What follows belongs to an exercise in optimizing a design on an open flow for small area, a short achievable clock period and few clock cycles per item; a production flow would make more cautious choices.
The RTL was checked by simulation tests, not by an equivalence proof against the original design.
Power figures rest on the tool's default switching activity, not on a simulated workload.

===== standard.sh =====
#!/bin/bash
# synth_recipe.tcl (not shown) runs the flow's synth.tcl, then flattens the netlist and writes it again
# the make line also repeats each setting of config.mk as NAME=value (left out here)
make -C /OpenROAD-flow-scripts/flow DESIGN_CONFIG=/design/flow/config.mk WORK_HOME=/design/flow/orfs CLKGATE_MAP_FILE= SYNTH_SCRIPT=/design/flow/synth_recipe.tcl "${@:-finish}"

===== constraint.sdc =====
create_clock -name core_clock -period 8.0 [get_ports {clk}]
set_input_delay 1.6000 -clock core_clock [delete_from_list [all_inputs] [get_ports {clk}]]
set_output_delay 1.6000 -clock core_clock [all_outputs]
set_load 0.01 [all_outputs]

===== config.mk =====
export PLATFORM = sky130hd
export DESIGN_NAME = sparse_batch_accum
export DESIGN_NICKNAME = sparse_batch_accum
export VERILOG_FILES = /design/flow/design.v
export SDC_FILE = /design/flow/constraint.sdc
export NUM_CORES = 4
export LEC_CHECK = 0
export CAP_MARGIN = 20
export CORE_MARGIN = 2
export CORE_UTILIZATION = 55
export CTS_CLUSTER_DIAMETER = 80
export CTS_CLUSTER_SIZE = 25
export SETUP_SLACK_MARGIN = 5
export SLEW_MARGIN = 20

===== design.v =====
package sparse_batch_accum_pkg;
  localparam int DATA_W = 8;
  localparam int RES_W  = 32;
  localparam int IDX_W  = 4;
  localparam int BATCH  = 32;
  function automatic int bw(input int v);
    if (v <= 2) begin
      bw = 1;
    end else begin
      bw = $clog2(v);
    end
  endfunction
  typedef enum logic [1:0] {
    ACCUM = 2'd0,
    FLUSH = 2'd1,
    DRAIN = 2'd2
  } state_t;
endpackage
module sparse_ks_add #(
  parameter int W = 16
) (
  input  logic [W-1:0] a,
  input  logic [W-1:0] b,
  output logic [W-1:0] sum,
  output logic         cout
);
  localparam int L = $clog2(W);
  logic [W-1:0] g [L+1];
  logic [W-1:0] p [L+1];
  assign g[0] = a & b;
  assign p[0] = a ^ b;
  for (genvar l = 0; l < L; l++) begin : g_lvl
    for (genvar i = 0; i < W; i++) begin : g_bit
      if (i >= (1 << l)) begin : g_op
        assign g[l+1][i] = g[l][i] | (p[l][i] & g[l][i-(1<<l)]);
        assign p[l+1][i] = p[l][i] & p[l][i-(1<<l)];
      end else begin : g_pass
        assign g[l+1][i] = g[l][i];
        assign p[l+1][i] = p[l][i];
      end
    end
  end
  assign sum  = p[0] ^ {g[L][W-2:0], 1'b0};
  assign cout = g[L][W-1];
endmodule
module sparse_mac_stage #(
  parameter int DATA_W = sparse_batch_accum_pkg::DATA_W,
  parameter int RES_W  = sparse_batch_accum_pkg::RES_W
) (
  input  logic [RES_W-1:0]          acc_rd,
  input  logic                      fwd,
  input  logic                      fwd_flags,
  input  logic [RES_W-2*DATA_W-1:0] prev_top,
  input  logic                      prev_top_max,
  input  logic                      prev_top_min,
  input  logic [2*DATA_W-1:0]       prev_lo,
  input  logic                      prev_sat_p,
  input  logic                      prev_sat_n,
  input  logic [2*DATA_W-1:0]       prod,
  output logic [RES_W-2*DATA_W-1:0] res_hi,
  output logic                      res_h_max,
  output logic                      res_h_maxm1,
  output logic                      res_h_min,
  output logic                      res_h_minp1,
  output logic [2*DATA_W-1:0]       res_lo,
  output logic                      res_k,
  output logic                      res_sat_p,
  output logic                      res_sat_n,
  output logic                      ovf
);
  localparam int PW = 2*DATA_W;
  localparam int HW = RES_W - PW;
  localparam logic [HW-1:0] HI_MAX = {1'b0, {(HW-1){1'b1}}};
  localparam logic [HW-1:0] HI_MIN = {1'b1, {(HW-1){1'b0}}};
  logic [PW:0]   u_a, u_b, u_c;
  logic [HW-1:0] hi_a, hi_c;
  logic          ps, sel_a, sel_b, sel_c, fsel_a, fsel_b, fsel_c;
  logic          a_max, a_maxm1, a_min, a_minp1, b_max, b_maxm1, b_min, b_minp1;
  logic          ovf_pa, ovf_na, ovf_pb, ovf_nb, ovf_pc, ovf_nc;
  assign ps = prod[PW-1];
  sparse_ks_add #(.W(PW)) u_add_a (.a(acc_rd[PW-1:0]), .b(prod), .sum(u_a[PW-1:0]), .cout(u_a[PW]));
  assign hi_a    = acc_rd[RES_W-1:PW];
  assign a_max   = (hi_a == HI_MAX);
  assign a_maxm1 = (hi_a == HI_MAX - 1'b1);
  assign a_min   = (hi_a == HI_MIN);
  assign a_minp1 = (hi_a == HI_MIN + 1'b1);
  assign ovf_pa  = a_max & u_a[PW] & ~ps;
  assign ovf_na  = a_min & ~u_a[PW] & ps;
  sparse_ks_add #(.W(PW)) u_add_b (.a(prev_lo), .b(prod), .sum(u_b[PW-1:0]), .cout(u_b[PW]));
  assign b_max   = (prev_top == HI_MAX);
  assign b_maxm1 = (prev_top == HI_MAX - 1'b1);
  assign b_min   = (prev_top == HI_MIN);
  assign b_minp1 = (prev_top == HI_MIN + 1'b1);
  assign ovf_pb  = prev_top_max & u_b[PW] & ~ps;
  assign ovf_nb  = prev_top_min & ~u_b[PW] & ps;
  assign u_c    = prev_sat_p ? ({1'b0, {PW{1'b1}}} + {1'b0, prod}) : {1'b0, prod};
  assign hi_c   = prev_sat_p ? HI_MAX : HI_MIN;
  assign ovf_pc = prev_sat_p & u_c[PW] & ~ps;
  assign ovf_nc = prev_sat_n & ~u_c[PW] & ps;
  assign sel_a = ~fwd;
  assign sel_b = fwd & ~(prev_sat_p | prev_sat_n);
  assign sel_c = fwd & (prev_sat_p | prev_sat_n);
  assign fsel_a = ~fwd_flags;
  assign fsel_b = fwd_flags & ~(prev_sat_p | prev_sat_n);
  assign fsel_c = fwd_flags & (prev_sat_p | prev_sat_n);
  always_comb begin
    res_hi      = ({HW{sel_a}} & hi_a) | ({HW{sel_b}} & prev_top) | ({HW{sel_c}} & hi_c);
    res_h_max   = (fsel_a & a_max) | (fsel_b & b_max) | (fsel_c & prev_sat_p);
    res_h_maxm1 = (fsel_a & a_maxm1) | (fsel_b & b_maxm1);
    res_h_min   = (fsel_a & a_min) | (fsel_b & b_min) | (fsel_c & prev_sat_n);
    res_h_minp1 = (fsel_a & a_minp1) | (fsel_b & b_minp1);
    res_lo      = ({PW{sel_a}} & u_a[PW-1:0]) | ({PW{sel_b}} & u_b[PW-1:0]) | ({PW{sel_c}} & u_c[PW-1:0]);
    res_k       = (sel_a & u_a[PW]) | (sel_b & u_b[PW]) | (sel_c & u_c[PW]);
    res_sat_p   = (fsel_a & ovf_pa) | (fsel_b & ovf_pb) | (fsel_c & ovf_pc);
    res_sat_n   = (fsel_a & ovf_na) | (fsel_b & ovf_nb) | (fsel_c & ovf_nc);
    ovf         = res_sat_p | res_sat_n;
  end
endmodule
module sparse_mul_pp (
  input  logic [7:0]  a,
  input  logic [7:0]  b,
  output logic [15:0] r0,
  output logic [15:0] r1,
  output logic [15:0] r2,
  output logic [15:0] r3
);
  logic ps1;
  logic pc2;
  logic ps3;
  logic pc4;
  logic ps5;
  logic pc6;
  logic ps7;
  logic pc8;
  logic ps9;
  logic pc10;
  logic ps11;
  logic pc12;
  logic ps13;
  logic pc14;
  logic ps15;
  logic pc16;
  logic ps17;
  logic pc18;
  logic ps19;
  logic pc20;
  logic ps21;
  logic pc22;
  logic ps23;
  logic pc24;
  logic ps25;
  logic pc26;
  logic ps27;
  logic pc28;
  logic ps29;
  logic pc30;
  logic ps31;
  logic pc32;
  logic ps33;
  logic pc34;
  logic ps35;
  logic pc36;
  logic ps37;
  logic pc38;
  logic ps39;
  logic pc40;
  assign ps1 = (a[0] & b[6]) ^ (a[1] & b[5]);
  assign pc2 = (a[0] & b[6]) & (a[1] & b[5]);
  assign ps3 = (~(a[0] & b[7])) ^ (a[1] & b[6]) ^ (a[2] & b[5]);
  assign pc4 = ((~(a[0] & b[7])) & (a[1] & b[6])) | ((~(a[0] & b[7])) & (a[2] & b[5])) | ((a[1] & b[6]) & (a[2] & b[5]));
  assign ps5 = (a[3] & b[4]) ^ (a[4] & b[3]);
  assign pc6 = (a[3] & b[4]) & (a[4] & b[3]);
  assign ps7 = (~(a[1] & b[7])) ^ (a[2] & b[6]) ^ (a[3] & b[5]);
  assign pc8 = ((~(a[1] & b[7])) & (a[2] & b[6])) | ((~(a[1] & b[7])) & (a[3] & b[5])) | ((a[2] & b[6]) & (a[3] & b[5]));
  assign ps9 = (a[4] & b[4]) ^ (a[5] & b[3]) ^ (a[6] & b[2]);
  assign pc10 = ((a[4] & b[4]) & (a[5] & b[3])) | ((a[4] & b[4]) & (a[6] & b[2])) | ((a[5] & b[3]) & (a[6] & b[2]));
  assign ps11 = (~(a[2] & b[7])) ^ (a[3] & b[6]) ^ (a[4] & b[5]);
  assign pc12 = ((~(a[2] & b[7])) & (a[3] & b[6])) | ((~(a[2] & b[7])) & (a[4] & b[5])) | ((a[3] & b[6]) & (a[4] & b[5]));
  assign ps13 = (a[0] & b[4]) ^ (a[1] & b[3]);
  assign pc14 = (a[0] & b[4]) & (a[1] & b[3]);
  assign ps15 = (a[0] & b[5]) ^ (a[1] & b[4]) ^ (a[2] & b[3]);
  assign pc16 = ((a[0] & b[5]) & (a[1] & b[4])) | ((a[0] & b[5]) & (a[2] & b[3])) | ((a[1] & b[4]) & (a[2] & b[3]));
  assign ps17 = (a[3] & b[2]) ^ (a[4] & b[1]);
  assign pc18 = (a[3] & b[2]) & (a[4] & b[1]);
  assign ps19 = (a[2] & b[4]) ^ (a[3] & b[3]) ^ (a[4] & b[2]);
  assign pc20 = ((a[2] & b[4]) & (a[3] & b[3])) | ((a[2] & b[4]) & (a[4] & b[2])) | ((a[3] & b[3]) & (a[4] & b[2]));
  assign ps21 = (a[5] & b[1]) ^ (a[6] & b[0]) ^ ps1;
  assign pc22 = ((a[5] & b[1]) & (a[6] & b[0])) | ((a[5] & b[1]) & ps1) | ((a[6] & b[0]) & ps1);
  assign ps23 = (a[5] & b[2]) ^ (a[6] & b[1]) ^ (~(a[7] & b[0]));
  assign pc24 = ((a[5] & b[2]) & (a[6] & b[1])) | ((a[5] & b[2]) & (~(a[7] & b[0]))) | ((a[6] & b[1]) & (~(a[7] & b[0])));
  assign ps25 = ps3 ^ ps5 ^ pc2;
  assign pc26 = (ps3 & ps5) | (ps3 & pc2) | (ps5 & pc2);
  assign ps27 = (~(a[7] & b[1])) ^ 1'b1 ^ ps7;
  assign pc28 = ((~(a[7] & b[1])) & 1'b1) | ((~(a[7] & b[1])) & ps7) | (1'b1 & ps7);
  assign ps29 = ps9 ^ pc4 ^ pc6;
  assign pc30 = (ps9 & pc4) | (ps9 & pc6) | (pc4 & pc6);
  assign ps31 = (a[5] & b[4]) ^ (a[6] & b[3]) ^ (~(a[7] & b[2]));
  assign pc32 = ((a[5] & b[4]) & (a[6] & b[3])) | ((a[5] & b[4]) & (~(a[7] & b[2]))) | ((a[6] & b[3]) & (~(a[7] & b[2])));
  assign ps33 = ps11 ^ pc8 ^ pc10;
  assign pc34 = (ps11 & pc8) | (ps11 & pc10) | (pc8 & pc10);
  assign ps35 = (~(a[3] & b[7])) ^ (a[4] & b[6]) ^ (a[5] & b[5]);
  assign pc36 = ((~(a[3] & b[7])) & (a[4] & b[6])) | ((~(a[3] & b[7])) & (a[5] & b[5])) | ((a[4] & b[6]) & (a[5] & b[5]));
  assign ps37 = (a[6] & b[4]) ^ (~(a[7] & b[3])) ^ pc12;
  assign pc38 = ((a[6] & b[4]) & (~(a[7] & b[3]))) | ((a[6] & b[4]) & pc12) | ((~(a[7] & b[3])) & pc12);
  assign ps39 = (~(a[4] & b[7])) ^ (a[5] & b[6]) ^ (a[6] & b[5]);
  assign pc40 = ((~(a[4] & b[7])) & (a[5] & b[6])) | ((~(a[4] & b[7])) & (a[6] & b[5])) | ((a[5] & b[6]) & (a[6] & b[5]));
  assign r0[0] = (a[0] & b[0]);
  assign r0[1] = (a[0] & b[1]);
  assign r0[2] = (a[0] & b[2]);
  assign r0[3] = (a[0] & b[3]);
  assign r0[4] = (a[2] & b[2]);
  assign r0[5] = (a[5] & b[0]);
  assign r0[6] = ps19;
  assign r0[7] = ps23;
  assign r0[8] = ps27;
  assign r0[9] = ps31;
  assign r0[10] = ps35;
  assign r0[11] = (~(a[7] & b[4]));
  assign r0[12] = (~(a[5] & b[7]));
  assign r0[13] = (~(a[6] & b[7]));
  assign r0[14] = (a[7] & b[7]);
  assign r0[15] = 1'b1;
  assign r1[0] = 1'b0;
  assign r1[1] = (a[1] & b[0]);
  assign r1[2] = (a[1] & b[1]);
  assign r1[3] = (a[1] & b[2]);
  assign r1[4] = (a[3] & b[1]);
  assign r1[5] = ps15;
  assign r1[6] = ps21;
  assign r1[7] = ps25;
  assign r1[8] = ps29;
  assign r1[9] = ps33;
  assign r1[10] = ps37;
  assign r1[11] = ps39;
  assign r1[12] = (a[6] & b[6]);
  assign r1[13] = (~(a[7] & b[6]));
  assign r1[14] = 1'b0;
  assign r1[15] = 1'b0;
  assign r2[0] = 1'b0;
  assign r2[1] = 1'b0;
  assign r2[2] = (a[2] & b[0]);
  assign r2[3] = (a[2] & b[1]);
  assign r2[4] = (a[4] & b[0]);
  assign r2[5] = ps17;
  assign r2[6] = pc16;
  assign r2[7] = pc20;
  assign r2[8] = pc24;
  assign r2[9] = pc28;
  assign r2[10] = pc32;
  assign r2[11] = pc36;
  assign r2[12] = (~(a[7] & b[5]));
  assign r2[13] = 1'b0;
  assign r2[14] = 1'b0;
  assign r2[15] = 1'b0;
  assign r3[0] = 1'b0;
  assign r3[1] = 1'b0;
  assign r3[2] = 1'b0;
  assign r3[3] = (a[3] & b[0]);
  assign r3[4] = ps13;
  assign r3[5] = pc14;
  assign r3[6] = pc18;
  assign r3[7] = pc22;
  assign r3[8] = pc26;
  assign r3[9] = pc30;
  assign r3[10] = pc34;
  assign r3[11] = pc38;
  assign r3[12] = pc40;
  assign r3[13] = 1'b0;
  assign r3[14] = 1'b0;
  assign r3[15] = 1'b0;
endmodule
module sparse_mul_fin (
  input  logic [15:0] r0,
  input  logic [15:0] r1,
  input  logic [15:0] r2,
  input  logic [15:0] r3,
  output logic [15:0] x0,
  output logic [15:0] x1
);
  logic fs1;
  logic fc2;
  logic fs3;
  logic fc4;
  logic fs5;
  logic fc6;
  logic fs7;
  logic fc8;
  logic fs9;
  logic fc10;
  logic fs11;
  logic fc12;
  logic fs13;
  logic fc14;
  logic fs15;
  logic fc16;
  logic fs17;
  logic fc18;
  logic fs19;
  logic fc20;
  logic fs21;
  logic fc22;
  logic fs23;
  logic fc24;
  logic fs25;
  logic fc26;
  logic fs27;
  logic fc28;
  logic fs29;
  logic fc30;
  logic fs31;
  logic fc32;
  logic fs33;
  logic fc34;
  logic fs35;
  logic fc36;
  logic fs37;
  logic fc38;
  logic fs39;
  logic fc40;
  logic fs41;
  logic fc42;
  logic fs43;
  logic fc44;
  assign fs1 = r0[3] ^ r1[3];
  assign fc2 = r0[3] & r1[3];
  assign fs3 = r0[4] ^ r1[4] ^ r2[4];
  assign fc4 = (r0[4] & r1[4]) | (r0[4] & r2[4]) | (r1[4] & r2[4]);
  assign fs5 = r0[5] ^ r1[5] ^ r2[5];
  assign fc6 = (r0[5] & r1[5]) | (r0[5] & r2[5]) | (r1[5] & r2[5]);
  assign fs7 = r0[6] ^ r1[6] ^ r2[6];
  assign fc8 = (r0[6] & r1[6]) | (r0[6] & r2[6]) | (r1[6] & r2[6]);
  assign fs9 = r0[7] ^ r1[7] ^ r2[7];
  assign fc10 = (r0[7] & r1[7]) | (r0[7] & r2[7]) | (r1[7] & r2[7]);
  assign fs11 = r0[8] ^ r1[8] ^ r2[8];
  assign fc12 = (r0[8] & r1[8]) | (r0[8] & r2[8]) | (r1[8] & r2[8]);
  assign fs13 = r0[9] ^ r1[9] ^ r2[9];
  assign fc14 = (r0[9] & r1[9]) | (r0[9] & r2[9]) | (r1[9] & r2[9]);
  assign fs15 = r0[10] ^ r1[10] ^ r2[10];
  assign fc16 = (r0[10] & r1[10]) | (r0[10] & r2[10]) | (r1[10] & r2[10]);
  assign fs17 = r0[11] ^ r1[11] ^ r2[11];
  assign fc18 = (r0[11] & r1[11]) | (r0[11] & r2[11]) | (r1[11] & r2[11]);
  assign fs19 = r0[12] ^ r1[12] ^ r2[12];
  assign fc20 = (r0[12] & r1[12]) | (r0[12] & r2[12]) | (r1[12] & r2[12]);
  assign fs21 = r0[2] ^ r1[2];
  assign fc22 = r0[2] & r1[2];
  assign fs23 = r2[3] ^ r3[3] ^ fs1;
  assign fc24 = (r2[3] & r3[3]) | (r2[3] & fs1) | (r3[3] & fs1);
  assign fs25 = r3[4] ^ fs3 ^ fc2;
  assign fc26 = (r3[4] & fs3) | (r3[4] & fc2) | (fs3 & fc2);
  assign fs27 = r3[5] ^ fs5 ^ fc4;
  assign fc28 = (r3[5] & fs5) | (r3[5] & fc4) | (fs5 & fc4);
  assign fs29 = r3[6] ^ fs7 ^ fc6;
  assign fc30 = (r3[6] & fs7) | (r3[6] & fc6) | (fs7 & fc6);
  assign fs31 = r3[7] ^ fs9 ^ fc8;
  assign fc32 = (r3[7] & fs9) | (r3[7] & fc8) | (fs9 & fc8);
  assign fs33 = r3[8] ^ fs11 ^ fc10;
  assign fc34 = (r3[8] & fs11) | (r3[8] & fc10) | (fs11 & fc10);
  assign fs35 = r3[9] ^ fs13 ^ fc12;
  assign fc36 = (r3[9] & fs13) | (r3[9] & fc12) | (fs13 & fc12);
  assign fs37 = r3[10] ^ fs15 ^ fc14;
  assign fc38 = (r3[10] & fs15) | (r3[10] & fc14) | (fs15 & fc14);
  assign fs39 = r3[11] ^ fs17 ^ fc16;
  assign fc40 = (r3[11] & fs17) | (r3[11] & fc16) | (fs17 & fc16);
  assign fs41 = r3[12] ^ fs19 ^ fc18;
  assign fc42 = (r3[12] & fs19) | (r3[12] & fc18) | (fs19 & fc18);
  assign fs43 = r0[13] ^ r1[13] ^ fc20;
  assign fc44 = (r0[13] & r1[13]) | (r0[13] & fc20) | (r1[13] & fc20);
  assign x0[0] = r0[0];
  assign x1[0] = 1'b0;
  assign x0[1] = r0[1];
  assign x1[1] = r1[1];
  assign x0[2] = r2[2];
  assign x1[2] = fs21;
  assign x0[3] = fs23;
  assign x1[3] = fc22;
  assign x0[4] = fs25;
  assign x1[4] = fc24;
  assign x0[5] = fs27;
  assign x1[5] = fc26;
  assign x0[6] = fs29;
  assign x1[6] = fc28;
  assign x0[7] = fs31;
  assign x1[7] = fc30;
  assign x0[8] = fs33;
  assign x1[8] = fc32;
  assign x0[9] = fs35;
  assign x1[9] = fc34;
  assign x0[10] = fs37;
  assign x1[10] = fc36;
  assign x0[11] = fs39;
  assign x1[11] = fc38;
  assign x0[12] = fs41;
  assign x1[12] = fc40;
  assign x0[13] = fs43;
  assign x1[13] = fc42;
  assign x0[14] = r0[14];
  assign x1[14] = fc44;
  assign x0[15] = r0[15];
  assign x1[15] = 1'b0;
endmodule
module sparse_batch_accum #(
  parameter int DATA_W = sparse_batch_accum_pkg::DATA_W,
  parameter int RES_W  = sparse_batch_accum_pkg::RES_W,
  parameter int IDX_W  = sparse_batch_accum_pkg::IDX_W,
  parameter int BATCH  = sparse_batch_accum_pkg::BATCH
) (
  input  logic              clk,
  input  logic              rst,
  input  logic              in_valid,
  output logic              in_ready,
  input  logic [DATA_W-1:0] in_data,
  input  logic [DATA_W-1:0] in_weight,
  input  logic [IDX_W-1:0]  in_idx,
  input  logic              in_last,
  output logic              out_valid,
  input  logic              out_ready,
  output logic [RES_W-1:0]  out_data,
  output logic [IDX_W-1:0]  out_idx,
  output logic              out_last,
  output logic [sparse_batch_accum_pkg::bw(BATCH+1)-1:0] sample_cnt
  , output logic            sat_flag
);
  localparam int NACC  = 2**IDX_W;
  localparam int CNT_W = sparse_batch_accum_pkg::bw(BATCH+1);
  localparam int PW    = 2*DATA_W;
  localparam int HW    = RES_W - PW;
  typedef enum logic [2:0] {
    ACCUM = 3'd0,
    WAIT1 = 3'd1,
    WAIT2 = 3'd2,
    LOAD1 = 3'd3,
    LOAD2 = 3'd4,
    DRAIN = 3'd5
  } st_t;
  st_t                state, state_nxt;
  logic               accept, handshake, done;
  logic               last_sample;
  logic               i_valid;
  logic [IDX_W-1:0]   i_idx;
  logic [PW-1:0]      i_r0, i_r1, i_r2, i_r3, pp_r0, pp_r1, pp_r2, pp_r3;
  logic               m_valid;
  logic [IDX_W-1:0]   m_idx, m_idx_nxt;
  logic [PW-1:0]      m_x0, m_x1, fin_x0, fin_x1;
  logic [PW-1:0]      prod;
  logic               prod_cout;
  logic               s1_valid;
  logic [IDX_W-1:0]   s1_idx;
  logic [PW-1:0]      s1_prod;
  logic [RES_W-1:0]   s1_acc;
  logic               s1_fwd;
  logic               s1_load;
  logic               draining, mac_fwd;
  logic               s2_valid;
  logic [IDX_W-1:0]   s2_idx;
  logic [HW-1:0]      s2_hi, s2_top;
  logic [PW-1:0]      s2_lo;
  logic               s2_k, s2_s;
  logic               s2_h_max, s2_h_maxm1, s2_h_min, s2_h_minp1;
  logic               s2_top_max, s2_top_min;
  logic [RES_W-1:0]   s2_res;
  logic               s2_sat_p, s2_sat_n;
  logic [RES_W-1:0]   acc [NACC];
  logic [NACC-1:0]    acc_vld;
  logic [RES_W-1:0]   rd_val;
  logic [HW-1:0]      add_hi;
  logic [PW-1:0]      add_lo;
  logic               add_h_max, add_h_maxm1, add_h_min, add_h_minp1;
  logic               add_k, add_sat_p, add_sat_n, add_ovf;
  assign accept    = in_valid & in_ready;
  assign handshake = out_valid & out_ready;
  assign done      = handshake & out_last;
  assign last_sample = (sample_cnt == CNT_W'(BATCH - 1));
  always_comb begin
    state_nxt = state;
    m_idx_nxt = i_idx;
    case (state)
      ACCUM: begin
        if (accept && in_last && last_sample) state_nxt = WAIT1;
      end
      WAIT1: begin
        state_nxt = WAIT2;
      end
      WAIT2: begin
        state_nxt = LOAD1;
        m_idx_nxt = '0;
      end
      LOAD1: begin
        if (s1_valid && (s1_idx == '0)) begin
          m_idx_nxt = '0;
        end else begin
          state_nxt = LOAD2;
          m_idx_nxt = IDX_W'(1);
        end
      end
      LOAD2: begin
        state_nxt = DRAIN;
        m_idx_nxt = IDX_W'(2);
      end
      DRAIN: begin
        m_idx_nxt = handshake ? m_idx + 1'b1 : m_idx;
        if (done) state_nxt = ACCUM;
      end
      default: begin
        state_nxt = ACCUM;
      end
    endcase
  end
  always_ff @(posedge clk or posedge rst) begin
    if (rst) begin
      state      <= ACCUM;
      in_ready   <= 1'b0;
      out_valid  <= 1'b0;
      sample_cnt <= '0;
      i_valid    <= 1'b0;
      m_valid    <= 1'b0;
      s1_valid   <= 1'b0;
      s2_valid   <= 1'b0;
      acc_vld    <= '0;
    end else begin
      state     <= state_nxt;
      in_ready  <= (state_nxt == ACCUM);
      out_valid <= (state_nxt == DRAIN);
      if (done) begin
        sample_cnt <= '0;
      end else if (accept && in_last) begin
        sample_cnt <= sample_cnt + 1'b1;
      end
      i_valid  <= accept;
      m_valid  <= i_valid;
      s1_valid <= m_valid;
      s2_valid <= s1_valid;
      if (done) begin
        acc_vld <= '0;
      end else if (s2_valid) begin
        acc_vld[s2_idx] <= 1'b1;
      end
    end
  end
  always_ff @(posedge clk) begin
    if (state != DRAIN) begin
      out_idx  <= '0;
      out_last <= 1'b0;
    end else if (handshake) begin
      out_idx  <= out_idx + 1'b1;
      out_last <= (out_idx == IDX_W'(NACC - 2));
    end
  end
  always_ff @(posedge clk or posedge rst) begin
    if (rst) begin
      sat_flag <= 1'b0;
    end else if (done) begin
      sat_flag <= 1'b0;
    end else if (s1_valid && add_ovf) begin
      sat_flag <= 1'b1;
    end
  end
  sparse_mul_pp u_pp (
    .a(in_data), .b(in_weight), .r0(pp_r0), .r1(pp_r1), .r2(pp_r2), .r3(pp_r3)
  );
  always_ff @(posedge clk) begin
    i_idx <= in_idx;
    i_r0  <= pp_r0;
    i_r1  <= pp_r1;
    i_r2  <= pp_r2;
    i_r3  <= pp_r3;
  end
  sparse_mul_fin u_fin (.r0(i_r0), .r1(i_r1), .r2(i_r2), .r3(i_r3), .x0(fin_x0), .x1(fin_x1));
  always_ff @(posedge clk) begin
    m_idx <= m_idx_nxt;
    m_x0  <= fin_x0;
    m_x1  <= fin_x1;
  end
  sparse_ks_add #(.W(PW)) u_cpa (.a(m_x0), .b(m_x1), .sum(prod), .cout(prod_cout));
  always_comb begin
    if (s2_valid && (s2_idx == m_idx)) begin
      rd_val = s2_res;
    end else if (acc_vld[m_idx]) begin
      rd_val = acc[m_idx];
    end else begin
      rd_val = '0;
    end
  end
  assign s1_load = (state != DRAIN) | out_ready;
  always_ff @(posedge clk) begin
    s1_idx  <= m_idx;
    s1_prod <= m_valid ? prod : '0;
    s1_fwd  <= s1_valid & (s1_idx == m_idx);
    if (s1_load) begin
      s1_acc <= rd_val;
    end
  end
  assign draining = (state == DRAIN);
  assign mac_fwd  = draining ? ~out_ready : s1_fwd;
  assign out_data = {s2_hi, s2_lo};
  assign s2_top_max = (s2_h_max & (s2_k == s2_s)) | (s2_h_maxm1 & s2_k & ~s2_s);
  assign s2_top_min = (s2_h_min & (s2_k == s2_s)) | (s2_h_minp1 & s2_s & ~s2_k);
  sparse_mac_stage #(.DATA_W(DATA_W), .RES_W(RES_W)) u_mac (
    .acc_rd(s1_acc), .fwd(mac_fwd), .fwd_flags(s1_fwd), .prev_top(s2_top), .prev_top_max(s2_top_max),
    .prev_top_min(s2_top_min), .prev_lo(s2_lo), .prev_sat_p(s2_sat_p), .prev_sat_n(s2_sat_n),
    .prod(s1_prod), .res_hi(add_hi), .res_h_max(add_h_max), .res_h_maxm1(add_h_maxm1),
    .res_h_min(add_h_min), .res_h_minp1(add_h_minp1), .res_lo(add_lo), .res_k(add_k),
    .res_sat_p(add_sat_p), .res_sat_n(add_sat_n), .ovf(add_ovf)
  );
  always_ff @(posedge clk) begin
    s2_idx     <= s1_idx;
    s2_hi      <= add_hi;
    s2_h_max   <= add_h_max;
    s2_h_maxm1 <= add_h_maxm1;
    s2_h_min   <= add_h_min;
    s2_h_minp1 <= add_h_minp1;
    s2_lo      <= add_lo;
    s2_k       <= add_k;
    s2_s       <= s1_prod[PW-1];
    s2_sat_p   <= add_sat_p;
    s2_sat_n   <= add_sat_n;
  end
  always_comb begin
    if (s2_k && !s2_s) begin
      s2_top = s2_hi + 1'b1;
    end else if (s2_s && !s2_k) begin
      s2_top = s2_hi - 1'b1;
    end else begin
      s2_top = s2_hi;
    end
  end
  always_comb begin
    if (s2_sat_p) begin
      s2_res = {1'b0, {(RES_W-1){1'b1}}};
    end else if (s2_sat_n) begin
      s2_res = {1'b1, {(RES_W-1){1'b0}}};
    end else begin
      s2_res = {s2_top, s2_lo};
    end
  end
  always_ff @(posedge clk) begin
    if (s2_valid) begin
      acc[s2_idx] <= s2_res;
    end
  end
endmodule

===== flow/run.sh =====
#!/bin/bash
set -euo pipefail
bash standard.sh SETUP_SLACK_MARGIN=5.5 finish > flow_standard.log 2>&1

==> impl_metrics.json, run 1 <==
{
  "status": "complete, no violations",
  "clkLatencyLatePin_ps": 590,
  "drc": 0,
  "cts_buffers": 36,
  "drt_pass1_iterations": 5,
  "clock_path_buffers": 3,
  "crit_buf_inv": 1,
  "htree_levels": 2,
  "die_area_sq_um": 58300,
  "leakagePower_nw": 12.5,
  "dpl.cell_count": 2741,
  "cp_top_family": "flip-flops",
  "holdWs_ps": 330,
  "critPathMaxStageDelay_ps": 410,
  "path_cells": "buf_2",
  "maxSlewHeadroom_pct": 42.9,
  "grt_max_degree": 65,
  "crit_type": "reg2out",
  "slew_viol_final": 0,
  "period_needed_ps": 2720,
  "synth_ff_type": "edfxtp_1",
  "holdBufCountCts": 0,
  "tightest_slew_ps": 857,
  "start_kind": "flip-flop",
  "grt_pass1_vias": 17800,
  "hold_path.class": "reg2reg",
  "fin_nets": 2275,
  "drive_gt1_share_pct": 30.2,
  "place.gp.congestion": 0.856,
  "fmax_mhz": 367,
  "root_buffer": "clkbuf_16",
  "cp.arrival_ps": 1120,
  "synth_edf_count": 548,
  "grt_overflow": 0,
  "setup_violations": 0,
  "cts_tree": "done",
  "design_area_sq_um": 36100,
  "syn_nets": 2106,
  "cpMaxStageDelayCell": "dfrtp_1",
  "syn_avg_cell_area_sq_um": 15.7,
  "hpwl_mm": 41.6,
  "routedWlPerCell_microns": 26.1,
  "stdcell_count": 2924,
  "coreArea_sq_um": 56100,
  "viasPerCell": 6.08,
  "clkTransAtPathRegs_ps": 90,
  "tns_ps": 0,
  "finalClockSkew_ps": 26.1,
  "rsz0062_at_grt": "true",
  "yosysSeqAreaShare_pct": 65.7,
  "fin_util_pct": 64.4,
  "grt_pass1_wl_mm": 111,
  "fp.dieW_microns": 241,
  "power_density_nw_per_um2": 375,
  "vias": 17800,
  "wl_mm": 76.4,
  "synthArstFlopShare_pct": 4.35,
  "ys_types": 71,
  "antenna_found_initial": 1,
  "critPathMaxFanout": 2,
  "io_pins": 71,
  "drt_iter0_markers": 1433,
  "cap_violations": 0,
  "finalHoldViolCount": 0,
  "area.growth.synth_to_final_pct": 16.4,
  "endpoint_kind": "output pin",
  "port_buffers": 70,
  "die_h_microns": 241,
  "nFillCells": 4083,
  "ant_nets": 0,
  "ys_ff_latch": 736,
  "critPathRequiredTime_ps": 6400,
  "placed_cell_area_sq_um": 32800,
  "grt_usage_pct": 26.3,
  "synthCells": 1976,
  "synth_area_sq_um": 31000,
  "rows": 87,
  "cts_sinks": 736,
  "ir_drop_mv": 0.239,
  "min_period_over_period_pct": 34.0,
  "yosysWarnings": 5,
  "start_util_pct": 55.3
}
==> layout by cell type, fill, tap and decap left out, types with 9 or more instances in the layout <==
master           synthesis  final
or3_1                   10     10
dfxtp_4                  0     26
buf_4                    0    110
xor2_1                  32     31
a21oi_1                 82     68
nand3_4                  0     15
and2_1                  51     46
nor4_1                  11      9
nor2_4                   0     17
clkbuf_1                63     15
nand2b_1                13     13
fa_1                    38     33
edfxtp_1               548    548
o21ai_1                  1     19
buf_6                    1     49
a21o_1                  12      9
dfxtp_1                156    105
xnor2_1                 38     33
mux4_2                 165    165
dfrtp_1                 32     32
buf_2                    1     19
nand2_1                 91     87
o21ai_2                  0      9
o21ai_0                 81     39
a21oi_2                  0     13
o21ai_4                  0     15
a31oi_1                 17     15
nand4_1                 14     14
nor3_1                  26     20
nor2_1                 116     93
nand3_1                 55     35
clkdlybuf4s50_1          0      9
ha_1                    67     60
clkbuf_16                0     39
dfxtp_2                  0     25
clkinvlp_4               0     11
inv_1                   90     80
==> final cells by class <==
type | count | area (sq um) | area share (%)
clock buffers | 53 | 996 | 2.76
well taps | 756 | 946 | 2.62
repair inverters | 3 | 22.5 | 0.0624
flip-flops and latches | 736 | 20500 | 56.8
clock inverters | 6 | 71.3 | 0.198
multi-input cells | 1066 | 11100 | 30.9
repair buffers | 212 | 2030 | 5.63
diodes | 2 | 5.00 | 0.0139
inverters | 90 | 360 | 0.998
==> sequential cells by signal, summed over array words and instances, names as in the netlist, 6 cells and up, named ones only <==
signal and cells:
i_r1 12, i_r0 15, sample_cnt 6, acc_vld 16, m_x1 14, s1_acc 32, m_x0 15, i_r3 10
i_r2 10, s2_hi 16, acc 512, s1_prod 16, s2_lo 16
==> cell families after synthesis <==
group / count (synthesis) / share of synthesized area, %
AO/OA/AOI/OAI: 274 / 5.47
XOR/XNOR: 71 / 2.03
adder cells (fa/ha/maj): 105 / 5.16
buffers and inverters: 177 / 2.18
flip-flops: 736 / 65.7
multiplexers: 179 / 12.5
AND/OR/NAND/NOR: 434 / 6.97
==> synth_stat cells, drive strengths merged, types with 17 or more instances <==
cell | number | area [sq um]
edfxtp | 548 | 16500
mux4 | 165 | 3720
dfxtp | 156 | 3120
nor2 | 116 | 435
nand2 | 92 | 348
inv | 90 | 338
a21oi | 82 | 410
o21ai | 82 | 410
ha | 67 | 838
clkbuf | 64 | 241
nand3 | 55 | 275
and2 | 51 | 319
fa | 38 | 761
xnor2 | 38 | 333
xor2 | 33 | 297
dfrtp | 32 | 801
nor3 | 26 | 130
buf | 23 | 95.1
a31oi | 17 | 106
==> per-stage QoR <==
| step | setup WS [ps] | power [mW] |
|---|---|---|
| 2_1_floorplan | 5170 | 8.71 |
| 3_3_place_gp | 3970 | 10.2 |
| 3_5_place_dp | 3870 | 10.3 |
| 4_1_cts | 5250 | 13.1 |
| 5_1_grt | 5230 | 14.2 |
| 6_report | 5280 | 13.6 |
==> repair_timing <==
item | CTS | global route
endpoints found under the setup margin | 579 | 238
pin swaps | 28 | 48
setup buffers | 84 | 25
gates resized for setup | 464 | 143
gates cloned | 8 | 5
==> final timing paths <==
check	startpoint	cells after the start	end	slack [ps]
min	fin_x1[1]	0	m_x1[1]	330
min reg2reg	fin_x1[1]	0	m_x1[1]	330
min in group asynchronous	rst	3	sat_flag	1450
max	out_valid	1	out_valid	5280
max reg2reg	s2_hi[5]	7	acc[11][31]	5310
max in group asynchronous	rst	3	acc_vld[0]	6190
==> layer usage <==
layer | track usage, % | part of all wire, % | up-vias
li1 | - | - | 7878
met5 | 0 | 0 | -
met4 | 7.80 | 2.9 | 0
met2 | 45.8 | 52 | 481
met3 | 2.59 | 4.5 | 101
met1 | 35.3 | 41 | 9310
==> report_power, final <==
group	leakage, nW	switching (mW)	internal (mW)
sequential	6.67	0.460	5.18
clock	0.508	1.18	0.915
combinational	5.36	3.19	2.63
Testbench counts, summed over its fixed seeds: cycles 5,290, items 4,650.
==> run 2: changes to the inputs <==
--- a/config.mk
+++ b/config.mk
@@ -8,7 +8,7 @@
 export CAP_MARGIN = 20
 export CORE_MARGIN = 2
 export CORE_UTILIZATION = 55
-export CTS_CLUSTER_DIAMETER = 80
-export CTS_CLUSTER_SIZE = 25
+export CTS_CLUSTER_DIAMETER = 60
+export CTS_CLUSTER_SIZE = 40
 export SETUP_SLACK_MARGIN = 5
 export SLEW_MARGIN = 20
==> run 2 against run 1 <==
Critical path type unchanged. Critical path depth unchanged. First-iteration DRC count down 9.6%. Non-clock buffer count up 11. Wire length up 0.57%. Sequential share of layout area down 1.6 points. Setup slack worse by 63 ps. Worst hold slack about the same. Synthesized cell count unchanged. Count of clock-buffer cells in the layout down 2. Fmax down 2.3%. Clock power up 32%. Sequential power about the same.
==> impl_metrics.json, run 2 <==
{
  "place_ws_ps": 3870,
  "endpoint_kind": "output pin",
  "cts_buffers": 48,
  "design_area_sq_um": 37100,
  "wl_mm": 76.9,
  "crit_type": "reg2out",
  "synthCells": 1976,
  "viasPerCell": 6.06,
  "clock_path_buffers": 3,
  "power_density_nw_per_um2": 389,
  "ys_top_cells_by_area": "edfxtp_1, mux4_2, dfxtp_1",
  "synth_ff_type": "edfxtp_1",
  "critPathMaxFanout": 2,
  "die_area_sq_um": 58300,
  "leakagePower_nw": 13.0,
  "synthArstFlopShare_pct": 4.35,
  "htree_levels": 2,
  "syn_avg_cell_area_sq_um": 15.7,
  "ys_types": 71,
  "synthXorXnorAreaFrac_pct": 2.03,
  "rsz0062_at_grt": "true",
  "die_h_microns": 241,
  "fin_util_pct": 66.3,
  "synth_top_area_cell": "edfxtp_1",
  "min_period_over_period_pct": 34.8,
  "setup_violations": 0,
  "synth_area_sq_um": 31000,
  "ir_drop_mv": 0.238,
  "synth_mux_area_share_pct": 12.5,
  "antenna_found_initial": 2,
  "port_buffers": 70,
  "cap_violations": 0,
  "fin_nets": 2297,
  "placed_cell_area_sq_um": 32800,
  "grt_max_degree": 65,
  "largest_reg_flops": 512,
  "fmax_mhz": 359,
  "finalHoldViolCount": 0,
  "drt_pass1_iterations": 5,
  "ant_nets": 0,
  "setup_ws_ps": 5210,
  "dpl.cell_count": 2741,
  "layout_common_cells": "edfxtp_1, mux4_2, dfxtp_1, buf_4, nor2_1",
  "finalClockSkew_ps": 49.6,
  "grt_pass1_wl_mm": 112,
  "min_from": "i_r0[14]",
  "grt_pass1_vias": 18000,
  "start_util_pct": 55.3,
  "syn_nets": 2106,
  "drt_iter0_markers": 1296,
  "yosys.area.top_type_share_pct": 53.1,
  "ys_ff_latch": 736,
  "crit_start": "out_valid",
  "start_kind": "flip-flop",
  "root_buffer": "clkbuf_16",
  "fp.dieW_microns": 241,
  "period_needed_ps": 2790,
  "cp_top_family": "flip-flops",
  "cts_tree": "done",
  "io_pins": 71,
  "critPathRequiredTime_ps": 6400,
  "grt_overflow": 0,
  "tns_ps": 0,
  "maxSlewHeadroom_pct": 40.1,
  "clkLatencyLatePin_ps": 630,
  "coreArea_sq_um": 56100,
  "cts_sinks": 736,
  "drive_gt1_share_pct": 32.7,
  "yosysWarnings": 5,
  "synth-compound-area-share_pct": 5.47,
  "vias": 18000,
  "ys_top_cells_by_count": "edfxtp_1, mux4_2, dfxtp_1",
  "critPathMaxStageDelay_ps": 410,
  "holdBufCountCts": 0,
  "post-synth-top-count-cell": "edfxtp_1",
  "cp.arrival_ps": 1190,
  "yosys.area_share.simple_pct": 6.97,
  "synth_top_family_by_area": "multiplexers",
  "tightest_slew_ps": 898,
  "routedWlPerCell_microns": 25.9,
  "area.growth.synth_to_final_pct": 19.8,
  "slew_viol_final": 0,
  "r2r-start": "s2_hi[5]",
  "status": "complete, no violations",
  "path_cells": "buf_2",
  "rows": 87,
  "place.gp.congestion": 0.856,
  "drc": 0,
  "final_common_cell": "edfxtp_1",
  "synth_adder_area_share_pct": 5.16,
  "synth_edf_count": 548,
  "holdWs_ps": 331,
  "top_register": "acc",
  "grt_usage_pct": 26.6,
  "hold_path.class": "reg2reg",
  "biggestRegsByFlops": "acc (512), s1_acc (32)",
  "crit_buf_inv": 1,
  "clkTransAtPathRegs_ps": 90,
  "stdcell_count": 2965,
  "hpwl_mm": 41.6,
  "cpMaxStageDelayCell": "dfrtp_1",
  "yosysSeqAreaShare_pct": 65.7,
  "design_power_total_mw": 14.4
}
-- run 2: cell counts after synthesis --
No cell type changed its count.
-- run 2: report_power, final --
group,switching [mW],internal (mW),total [mW]
Clock,1.50,1.26,2.76
Combinational,3.28,2.77,6.04
Sequential,0.450,5.18,5.63
-- run 2: layer usage --
layer / up-vias / share of wire (%) / wire length (microns) / GRT usage (%)
li1: 7952 / - / - / -
met3: 124 / 5.8 / 4440 / 4.05
met2: 561 / 51 / 39300 / 45.6
met1: 9331 / 39 / 30200 / 34.7
met5: - / 0 / 0 / 0
met4: 0 / 3.8 / 2880 / 9.86
-- run 2: timing repair --
action | 4_1_cts | 5_1_grt
pin swaps | 31 | 42
gates cloned | 11 | 1
hold endpoints to repair | 0 | 0
gates resized for setup | 511 | 135
buffers inserted | 94 | 26
setup endpoints to repair | 575 | 343
-- run 2: final timing paths --
path                            endpoint  slack (ps)  cells after the start
setup / recovery               out_valid        5210                      1
max in group asynchronous       s1_valid        6220                      3
setup reg to reg             acc[13][25]        5220                      9
hold reg to reg                 m_x0[14]         330                      0
hold / removal                  m_x0[14]         330                      0
min in group asynchronous  sample_cnt[5]        1400                      3
-- run 2: cells by family (layout without fill, tap and decap cells) --
family / Yosys count / count (layout)
AOI/OAI and AO/OA: 274 / 274
adders and majority gates: 105 / 105
DFF: 736 / 736
muxes: 179 / 180
buffers and inverters: 177 / 405
and+or+nand+nor: 434 / 436
xor gates and xnor gates: 71 / 71
other: 0 / 2
-- run 2: cell type report --
cell class / instances / area [sq um]
Sequential cell: 736 / 20500
Fill cell: 3928 / 18900
Multi-Input combinational cell: 1066 / 11300
Timing Repair Buffer: 223 / 2240
Clock buffer: 51 / 1250
Tap cell: 756 / 946
Clock inverter: 39 / 526
Inverter: 90 / 360
Timing Repair inverter: 2 / 15.0
Antenna cell: 2 / 5.00
==> run 3: changes to the inputs <==
==> flow/run.sh (replaced) <==
#!/bin/bash
set -euo pipefail
bash standard.sh SETUP_SLACK_MARGIN=5.3 finish > flow_standard.log 2>&1
--- a/config.mk
+++ b/config.mk
@@ -8,7 +8,7 @@
 export CAP_MARGIN = 20
 export CORE_MARGIN = 2
 export CORE_UTILIZATION = 55
-export CTS_CLUSTER_DIAMETER = 60
-export CTS_CLUSTER_SIZE = 40
+export CTS_CLUSTER_DIAMETER = 80
+export CTS_CLUSTER_SIZE = 25
 export SETUP_SLACK_MARGIN = 5
 export SLEW_MARGIN = 20
==> run 3 against run 2 <==
Still clean. Synthesized cell count did not move. Fmax rose by 0.96%. Setup slack improved by 26 ps. Combinational power fell by 17%. Worst hold slack improved by 5.3 ps. Utilization fell by 3.9 points. Sequential share of layout area rose by 3.5 points. Sequential cell count did not move. Final cell count fell by 3.1%. Synthesized area did not move. Critical path type unchanged. Largest power group is now sequential cells. Highest routed layer unchanged.
==> impl_metrics.json, run 3 <==
{
  "drc": 0,
  "power.switching_mw": 4.51,
  "fmax_mhz": 362,
  "grt-busiest-layer": "met2",
  "clkLatencyLatePin_ps": 600,
  "top_register": "acc",
  "multi_input_area_sq_um": 10500,
  "vias": 17400,
  "drt_iter0_markers": 1460,
  "place_ws_ps": 4330,
  "drt_pass1_iterations": 7,
  "hpwl_mm": 42.6,
  "rsz0062_at_grt": "true",
  "period_needed_ps": 2760,
  "setup_violations": 0,
  "sequentialPowerShare_pct": 44.5,
  "maxSlewHeadroom_pct": 38.9,
  "power_density_nw_per_um2": 366,
  "fin_nets": 2234,
  "grt_max_degree": 65,
  "ir_drop_mv": 0.237,
  "cap_violations": 0,
  "fin_util_pct": 62.3,
  "ys_ff_latch": 736,
  "path_cells": "buf_2",
  "clkPwrFrac_pct": 16.2,
  "endpoint_kind": "output pin",
  "yosys.area.top_type_share_pct": 53.1,
  "root_buffer": "clkbuf_16",
  "p_int_mw": 8.30,
  "use_met1_pct": 34.4,
  "final_common_cell": "edfxtp_1",
  "synthCells": 1976,
  "ys_top_cells_by_area": "edfxtp_1, mux4_2, dfxtp_1",
  "grt_pass1_vias": 17400,
  "holdPathStages": 0,
  "seqCellArea_sq_um": 20500,
  "ff2ff_path_depth": 7,
  "clock_path_buffers": 3,
  "sw_frac_of_total_pct": 35.2,
  "critPathMaxStageDelay_ps": 430,
  "pwr-share-comb_pct": 39.4,
  "hold_path.class": "reg2reg",
  "yosysSeqAreaShare_pct": 65.7,
  "largest_reg_flops": 512,
  "rows": 87,
  "io_pins": 71,
  "min_period_over_period_pct": 34.5,
  "design_area_sq_um": 35000,
  "htree_levels": 2,
  "ys_types": 71,
  "slew_viol_final": 0,
  "finalHoldViolCount": 0,
  "globalRouteMet3Util_pct": 3.10,
  "coreArea_sq_um": 56100,
  "crit_buf_inv": 1,
  "die_h_microns": 241,
  "grt_util_met2_pct": 45.3,
  "synth_area_sq_um": 31000,
  "yosysWarnings": 5,
  "cts_buffers": 37,
  "die_area_sq_um": 58300,
  "cp_top_family": "flip-flops",
  "start_util_pct": 55.3,
  "drive_gt1_share_pct": 24.0,
  "area.growth.synth_to_final_pct": 12.7,
  "cp.arrival_ps": 1160,
  "critPathRequiredTime_ps": 6400,
  "antenna_found_initial": 1,
  "routedWlPerCell_microns": 26.1,
  "design_power_total_mw": 12.8,
  "placed_cell_area_sq_um": 32700,
  "ant_nets": 0,
  "synth_top_area_cell": "edfxtp_1",
  "setup_ws_ps": 5240,
  "nFillCells": 4192,
  "start_kind": "flip-flop",
  "port_buffers": 70,
  "tightest_slew_ps": 915,
  "tns_ps": 0,
  "biggestRegsByFlops": "acc (512), s1_acc (32)",
  "viasPerCell": 6.07,
  "cp.depth": 1,
  "crit_type": "reg2out",
  "cts_sinks": 736,
  "clkTransAtPathRegs_ps": 100,
  "wl_mm": 75.0,
  "syn_avg_cell_area_sq_um": 15.7,
  "cts_tree": "done",
  "critPathMaxFanout": 4,
  "holdBufCountCts": 0,
  "cpMaxStageDelayCell": "dfrtp_1",
  "fp.dieW_microns": 241,
  "place.gp.congestion": 0.881,
  "finalClockSkew_ps": 30.0,
  "grt_usage_pct": 25.9,
  "reg2reg_slack_ps": 5280,
  "leakagePower_nw": 12.1,
  "synthArstFlopShare_pct": 4.35,
  "grt_pass1_wl_mm": 110,
  "syn_nets": 2106,
  "ys_top_cells_by_count": "edfxtp_1, mux4_2, dfxtp_1",
  "synth_edf_count": 548,
  "synth_ff_type": "edfxtp_1",
  "post-synth-top-count-cell": "edfxtp_1",
  "layout_common_cells": "edfxtp_1, mux4_2, dfxtp_1, nor2_1, buf_4",
  "status": "complete, no violations",
  "grt_overflow": 0
}
-- run 3: changes by cell type in the layout (fill, tap and decap cells not counted), moves of 15 or more --
cell     before  now
dfxtp_2      24    9
nand3_4      17    0
buf_6        61   35
o21ai_0      32   74
o21ai_4      16    1
nand3_1      24   54
-- run 3: power groups by stage --
stage	clock [mW]	combinational (mW)	sequential (mW)
6_report	2.07	5.04	5.70
3_3_place_gp	0	4.27	5.87
3_5_place_dp	0	4.36	5.88
2_1_floorplan	0	3.17	5.50
4_1_cts	2.12	4.86	5.71
5_1_grt	2.25	5.46	5.75
-- run 3: final timing paths --
kind                                    start       endpoint
worst max-delay path            sample_cnt[3]  sample_cnt[3]
worst min-delay path                 i_r0[14]       m_x0[14]
worst max register to register       s2_hi[5]    acc[14][31]
worst min register to register       i_r0[14]       m_x0[14]
max in group asynchronous                 rst  sample_cnt[3]
min in group asynchronous                 rst       in_ready
-- run 3: metrics by stage --
stage               hold WS, ps  instances
floorplan                   310       1976
global placement            313       2741
detailed placement          312       2741
CTS                         336       2854
global route                346       2872
finish                      336       2873
-- run 3: cells by family (layout without fill, tap and decap cells) --
logic type,count (synthesis),in the layout,synth area share [%]
xor gates and xnor gates,71,71,2.03
adders and majority gates,105,105,5.16
DFF,736,736,65.7
buffers and inverters,177,315,2.18
and+or+nand+nor,434,435,6.97
muxes,179,180,12.5
other,0,1,0
AOI/OAI and AO/OA,274,274,5.47
-- run 3: routing by layer --
metal	share of wire (%)	vias up	wire length [microns]
li1	-	7771	-
met3	5.3	123	4000
met2	51	488	38200
met1	41	9047	30500
met5	0	-	0
met4	3.0	0	2280
-- run 3: final cells by class --
type                       instances  share of cell area (%)
clock buffer                      44                    2.79
tap                              756                    2.71
inverter                          90                   0.999
sequential                       736                    58.7
antenna                            1                 0.00716
multi-input combinational       1065                    30.0
timing repair buffer             173                    4.50
timing repair inverter             1                  0.0215
clock inverter                     7                   0.268
-- run 3: repair_timing --
| action | 4_1_cts | 5_1_grt |
|---|---|---|
| buffers inserted | 59 | 17 |
| pin swaps | 9 | 12 |
| gates cloned | 3 | 1 |
| gates resized for setup | 349 | 52 |
| endpoints found under the setup margin | 344 | 433 |
==> run 4: changes to the inputs <==
--- a/config.mk
+++ b/config.mk
@@ -8,7 +8,7 @@
 export CAP_MARGIN = 20
 export CORE_MARGIN = 2
 export CORE_UTILIZATION = 55
-export CTS_CLUSTER_DIAMETER = 80
-export CTS_CLUSTER_SIZE = 25
+export CTS_CLUSTER_DIAMETER = 100
+export CTS_CLUSTER_SIZE = 30
 export SETUP_SLACK_MARGIN = 5
 export SLEW_MARGIN = 20
==> run 4 against run 3 <==
Synthesized area unchanged. Clock power down 11%. Via count up 0.12%. Combinational power about the same. Largest power group unchanged. Total power down 1.6%. Still clean on timing, DRC and antenna. Worst hold slack better by 2.3 ps.
==> impl_metrics.json, run 4 <==
{
  "final_common_cell": "edfxtp_1",
  "dpl.cell_count": 2741,
  "holdPathStages": 0,
  "clock_path_buffers": 3,
  "cts_tree": "done",
  "io_pins": 71,
  "synth_area_sq_um": 31000,
  "syn_avg_cell_area_sq_um": 15.7,
  "hold_path.class": "reg2reg",
  "tns_ps": 0,
  "wl_mm": 74.9,
  "place.gp.congestion": 0.881,
  "critPathMaxStageDelay_ps": 440,
  "drt_iter0_markers": 1601,
  "ys_types": 71,
  "ir_drop_mv": 0.220,
  "ys_top_cells_by_area": "edfxtp_1, mux4_2, dfxtp_1",
  "yosysWarnings": 5,
  "fp.dieW_microns": 241,
  "synthCells": 1976,
  "period_needed_ps": 2830,
  "drive_gt1_share_pct": 24.0,
  "yosys.area.top_type_share_pct": 53.1,
  "synth_ff_type": "edfxtp_1",
  "fin_nets": 2230,
  "path_cells": "buf_2",
  "maxSlewHeadroom_pct": 42.0,
  "crit_buf_inv": 1,
  "cp_top_family": "flip-flops",
  "holdBufCountCts": 0,
  "clkLatencyLatePin_ps": 660,
  "critPathMaxFanout": 4,
  "hpwl_mm": 42.6,
  "grt_usage_pct": 25.7,
  "cts_buffers": 29,
  "endpoint_kind": "output pin",
  "routedWlPerCell_microns": 26.1,
  "ys_top_cells_by_count": "edfxtp_1, mux4_2, dfxtp_1",
  "tightest_slew_ps": 869,
  "root_buffer": "clkbuf_16",
  "post-synth-top-count-cell": "edfxtp_1",
  "start_util_pct": 55.3,
  "cpMaxStageDelayCell": "dfrtp_1",
  "fmax_mhz": 353,
  "drt_pass1_iterations": 5,
  "area.growth.synth_to_final_pct": 12.2,
  "ant_nets": 0,
  "stdcell_count": 2867,
  "reg2reg_slack_ps": 5290,
  "synth_edf_count": 548,
  "synthArstFlopShare_pct": 4.35,
  "finalHoldViolCount": 0,
  "cap_violations": 0,
  "htree_levels": 1,
  "grt_overflow": 0,
  "power_density_nw_per_um2": 362,
  "cp.arrival_ps": 1230,
  "min_period_over_period_pct": 35.4,
  "coreArea_sq_um": 56100,
  "critPathRequiredTime_ps": 6400,
  "min_from": "i_r0[14]",
  "die_area_sq_um": 58300,
  "finalClockSkew_ps": 41.0,
  "largest_reg_flops": 512,
  "slew_viol_final": 0,
  "grt_max_degree": 65,
  "syn_nets": 2106,
  "die_h_microns": 241,
  "yosysSeqAreaShare_pct": 65.7,
  "clkTransAtPathRegs_ps": 110,
  "biggestRegsByFlops": "acc (512), s1_acc (32)",
  "drc": 0,
  "grt_pass1_vias": 17300,
  "rsz0062_at_grt": "true",
  "viasPerCell": 6.09,
  "cts_sinks": 736,
  "ys_ff_latch": 736,
  "rows": 87,
  "ff2ff_path_depth": 7,
  "r2r_end": "acc[1][31]",
  "layout_common_cells": "edfxtp_1, mux4_2, dfxtp_1, nor2_1, buf_4",
  "crit_type": "reg2out",
  "leakagePower_nw": 12.1,
  "status": "complete, no violations",
  "r2r-start": "s2_hi[5]",
  "antenna_found_initial": 2,
  "synth_top_area_cell": "edfxtp_1",
  "top_register": "acc",
  "grt_pass1_wl_mm": 109,
  "min_to": "m_x0[14]",
  "setup_violations": 0,
  "vias": 17500,
  "port_buffers": 70,
  "start_kind": "flip-flop"
}
-- run 4: cell counts after synthesis --
Identical to the previous run, type by type.
-- run 4: timing repair --
| action | CTS | global route |
|---|---|---|
| pin swaps | 8 | 21 |
| gates resized for setup | 358 | 55 |
| buffers inserted | 59 | 20 |
| cloned | 4 | 1 |
| setup endpoints to repair | 358 | 194 |
-- run 4: stage by stage --
step                area (sq um)  utilization [%]  power [mW]  hold WS, ps  setup WS [ps]
floorplan                  31100                -        8.67          310           5180
global placement           32700             58.4        10.1          313           4380
detailed placement         32700             58.4        10.2          312           4330
CTS                        34400             61.3        12.5          338           5090
global route               34800             62.1        13.2          353           5130
finish                     34800             62.1        12.6          338           5170
-- run 4: worst max-delay path by stage --
| stage | start | to | slack (ps) | cells after the start |
|---|---|---|---|---|
| 5_1_grt | sample_cnt[3] | sample_cnt[3] | 5130 | 1 |
| 3_5_place_dp | out_ready | s2_lo[15] | 4330 | 6 |
| 2_1_floorplan | in_weight[7] | i_r1[7] | 5180 | 4 |
| 4_1_cts | s2_k | s1_acc[24] | 5090 | 9 |
| 3_3_place_gp | out_ready | s2_lo[15] | 4380 | 6 |
| 6_report | sample_cnt[3] | sample_cnt[3] | 5170 | 1 |
-- run 4: routing by layer --
metal	share of wire, %	global-route usage, %	up-vias
met5	0.016	0	-
met4	2.4	6.49	2
met3	4.8	2.19	104
met2	52	45.5	484
met1	41	34.6	9094
li1	-	-	7766
-- run 4: power by group --
group | switching [mW] | total, mW | internal [mW] | leakage, nW
sequential | 0.505 | 5.70 | 5.19 | 6.67
combinational | 2.84 | 5.05 | 2.22 | 4.96
clock | 1.14 | 1.85 | 0.715 | 0.414
-- run 4: final cells by class --
| class | count | area [sq um] |
|---|---|---|
| sequential | 736 | 20500 |
| antenna | 2 | 5.00 |
| clock inverter | 7 | 101 |
| inverter | 90 | 357 |
| timing repair buffer | 176 | 1600 |
| fill | 4197 | 21300 |
| multi-input combinational | 1065 | 10500 |
| timing repair inverter | 2 | 12.5 |
| tap | 756 | 946 |
| clock buffer | 33 | 741 |
-- run 4: worst register-to-register path: stages (launching register included) --
cell,delay [ps]
dfxtp_4,380
or4_4,570
or4_4,510
o32ai_4,310
xor2_2,150
o21bai_4,270
clkinvlp_4,160
buf_6,160
-- run 4: logic make-up (layout without fill, tap and decap cells) --
group           after synthesis  after routing  share of synthesized area [%]
simple gates                434            435                           6.97
mux                         179            180                           12.5
flops                       736            736                           65.7
fa+ha+maj                   105            105                           5.16
buf+inv                     177            308                           2.18
compound gates              274            274                           5.47
other cells                   0              2                              0
xor+xnor                     71             71                           2.03

what the ideal ports hide:
Ports are ideal in the flow. The routed layouts listed here were re-timed in OpenROAD.
Step 1 assumes that a clkbuf_16 drives the clock port and a buf_2 every other input.
Step 2 adds t to the input delays and takes it off the output delays; t is the mean of the earliest and latest rising clock arrival at the registers after step 1. Input paths then give back, and output paths get back, about the clock's delay inside the block.
a / b / c = no drivers / after step 1 / after step 2; a / b = the first two.
run | shift t [ns] | setup WS [ns] | worst hold slack (ns) | worst setup path at the end | slew at the worst register clock pin (ns)
run 1 | 0.640 | 5.277 / 5.213 / 4.877 | 0.330 / 0.330 / 0.330 | input to register | 0.10 / 0.10
run 2 | 0.671 | 5.213 / 5.152 / 4.857 | 0.331 / 0.331 / 0.331 | input to register | 0.11 / 0.11
run 3 | 0.647 | 5.240 / 5.177 / 4.710 | 0.336 / 0.336 / 0.336 | input to register | 0.10 / 0.10
run 4 | 0.703 | 5.169 / 5.105 / 4.710 | 0.338 / 0.338 / 0.338 | input to register | 0.12 / 0.12
After both steps setup and hold are still met in every run listed. For run 3, which loses most, drivers alone change the setup slack by -0.063 ns; drivers and shift together by -0.530 ns.
